This design comes from an exercise in tuning for small area and a short achievable clock period on the open sky130 flow, not from production work. In this exercise RTL edits were held to simulation tests only and were not proved equivalent to the original. Power and IR drop assume default switching activity.

// alu_result_stream
module alu_result_stream (
  input  logic       clk,
  input  logic       reset,
  input  logic       clear,
  input  logic       wr_en,
  input  logic [7:0] wr_o,
  input  logic       wr_zr,
  input  logic       wr_ng,
  output logic       wr_full,
  output logic       overflow,
  output logic [7:0] count,
  output logic       rd_valid,
  input  logic       rd_ready,
  output logic [7:0] rd_o,
  output logic       rd_zr,
  output logic       rd_ng,
  output logic [4:0] rd_func,
  output logic [3:0] rd_opnd,
  output logic       rd_last
);
  localparam int ROWS = 18;
  localparam int COLS = 10;
  localparam logic [ROWS-1:0] C_ROW0 = ~(ROWS'(1));
  localparam logic [COLS-1:0] C_COL0 = ~(COLS'(1));
  logic [9:0]      r_mem [ROWS][COLS];
  logic [ROWS-1:0] r_wrow_n;    
  logic [COLS-1:0] r_wcol_n;
  localparam int RCOPIES = 4;   
  logic [ROWS-1:0] r_rrow [RCOPIES];  
  logic [COLS-1:0] r_rcol;
  logic [7:0]      r_count;
  logic [4:0]      r_func;
  logic [3:0]      r_opnd;
  logic            r_ovf;
  logic            r_full;
  logic            r_valid;
  logic            r_last;
  logic [9:0]      r_head;      
  logic            w_acc, w_pop;
  logic [9:0]      w_din;
  logic [9:0]      w_next;      
  assign w_din  = {wr_zr, wr_ng, wr_o};
  assign w_acc  = wr_en && !r_full;
  assign w_pop  = r_valid && rd_ready;
  logic [COLS-1:0] w_wcol_n;
  assign w_wcol_n = r_wcol_n | {COLS{r_full}};
  for (genvar r = 0; r < ROWS; r++) begin : g_wr
    for (genvar c = 0; c < COLS; c++) begin : g_wc
      if (r < ROWS - 1 || c < COLS - 1) begin : g_slot
        always_ff @(posedge clk) begin
          if (!(r_wrow_n[r] || w_wcol_n[c])) begin
            r_mem[r][c] <= w_din;
          end
        end
      end
    end
  end
  logic [9:0] w_colsel [COLS];
  always_comb begin
    for (int c = 0; c < COLS; c++) begin
  ...
For scale: about 4100 cells after synthesis, roughly 1900 flip-flops, ~46 I/O pins.
clock: 5.5 ns
lec_check: 0
cap_margin: 30
core_margin: 2
core_utilization: 70
cts_buf_list: sky130_fd_sc_hd__clkbuf_16
cts_cluster_diameter: 150
cts_cluster_size: 27
gpl_routability_driven: 0
setup_slack_margin: 3.0
slew_margin: 30
run.sh (not shown) runs the stock make flow with config.mk's settings and CLKGATE_MAP_FILE= SYNTH_SCRIPT=/design/flow/synth_recipe.tcl, a recipe that flattens the netlist after the stock synthesis.
The baseline passed the timing, DRC and antenna checks.
Rerun with:
GPL_ROUTABILITY_DRIVEN = unset   (was 0)
SETUP_SLACK_MARGIN = 3.2   (was 3.0)
The changed run ran to the end with no violations.
Core utilization increases by 2.2 points.
Design area increases by about 2.8%.
Setup slack improves by 130 ps.
Die area does not change.
Non-clock buffer count increases by 57.
First-iteration DRC count decreases by about 0.4%.
Wire length increases by about 1.9%.
Power increases by 0.63%.
Critical path depth decreases by 4.
Sequential cell count stays the same.
Rerun with:
SETUP_SLACK_MARGIN = 3.0   (was 3.2)
TNS_END_PERCENT = 10   (was unset)
The changed run ran to the end with no violations.
Power decreases slightly.
Final cell count fell slightly.
Cell area is lower by a few percent.
Non-clock buffer count falls by 94.
Synthesized area stays the same.
Utilization shrinks by 3.1 points.
Worst setup slack is worse by 240 ps.
Die area does not change.
Rerun with:
CAP_MARGIN = 40   (was 30)
CORE_UTILIZATION = 65   (was 70)
CTS_CLUSTER_SIZE = 25   (was 27)
SETUP_SLACK_MARGIN = 3.1   (was 3.0)
SLEW_MARGIN = 40   (was 30)
TNS_END_PERCENT = unset   (was 10)
The new run completed with no timing, DRC or antenna violations; area after synthesis stays the same; first-iteration DRC count came out lower by 6.8%; core utilization came out lower by 3.3 points; wire length came out higher by 4.3%; cell count came out higher by 3.5%; clock skew came out lower by 27 ps; final area came out higher by 2.7%; maximum frequency came out higher by 4.3%.
Rerun with:
CAP_MARGIN = 30   (was 40)
CORE_UTILIZATION = 70   (was 65)
CTS_CLUSTER_SIZE = 30   (was 25)
SETUP_SLACK_MARGIN = 3.0   (was 3.1)
SLEW_MARGIN = 30   (was 40)
Outcome: The new run ran to the end with no violations. Sequential share of layout area grows by 1.5 points. Clock power shrinks by 7.7%. Cell count shrinks by about 3%. Via count shrinks by 0.40%. Synthesized cell count is unchanged.
Rerun with:
CTS_CLUSTER_SIZE = 27   (was 30)
The new run completed without violations.
Count of clock-buffer cells in the layout came out higher by 6.
Global-route usage hardly moves.
Setup slack stays flat.
Wire length stays flat.
Fmax barely changes.
Clock power came out higher by 3.7%.
Core utilization came out higher by 0.14 points.
Via count came out higher by 0.35%.
Clock skew came out higher by 13 ps.
Final area barely changes.

-- what the ideal ports hide --
The flow's constraints put no driver on any port. The routed layouts listed below were extracted and timed again, unchanged, in two steps. Step 1: set_driving_cell puts a clkbuf_16 on clk and a buf_2 on each other input, an assumption about the parent block. Step 2 moves the port delays by t, midway between the first and last clock arrival at a register: inputs arrive t later, outputs are due t later. That takes back most of the time a late clock gives input paths. Three values: ideal, step 1, step 2; two values: the first two.
| run | shift t [ns] | setup slack, ns | hold WS [ns] |
|---|---|---|---|
| the first run | 0.780 | 2.834 / 2.813 / 2.233 | 0.478 / 0.508 / 0.511 |
| the second run | 0.763 | 2.964 / 2.906 / 2.423 | 0.450 / 0.478 / 0.521 |
| the third run | 0.771 | 2.727 / 2.727 / 2.050 | 0.439 / 0.483 / 0.521 |
| the fourth run | 0.778 | 2.841 / 2.841 / 2.270 | 0.202 / 0.185 / 0.524 |
| the fifth run | 0.764 | 2.970 / 2.898 / 2.196 | 0.467 / 0.516 / 0.521 |
| the sixth run | 0.768 | 2.968 / 2.906 / 2.281 | 0.446 / 0.483 / 0.522 |
After both steps every run listed still meets setup and hold. For the fifth run, which loses most, drivers alone change the setup slack by -0.072 ns; drivers and shift together by -0.774 ns.
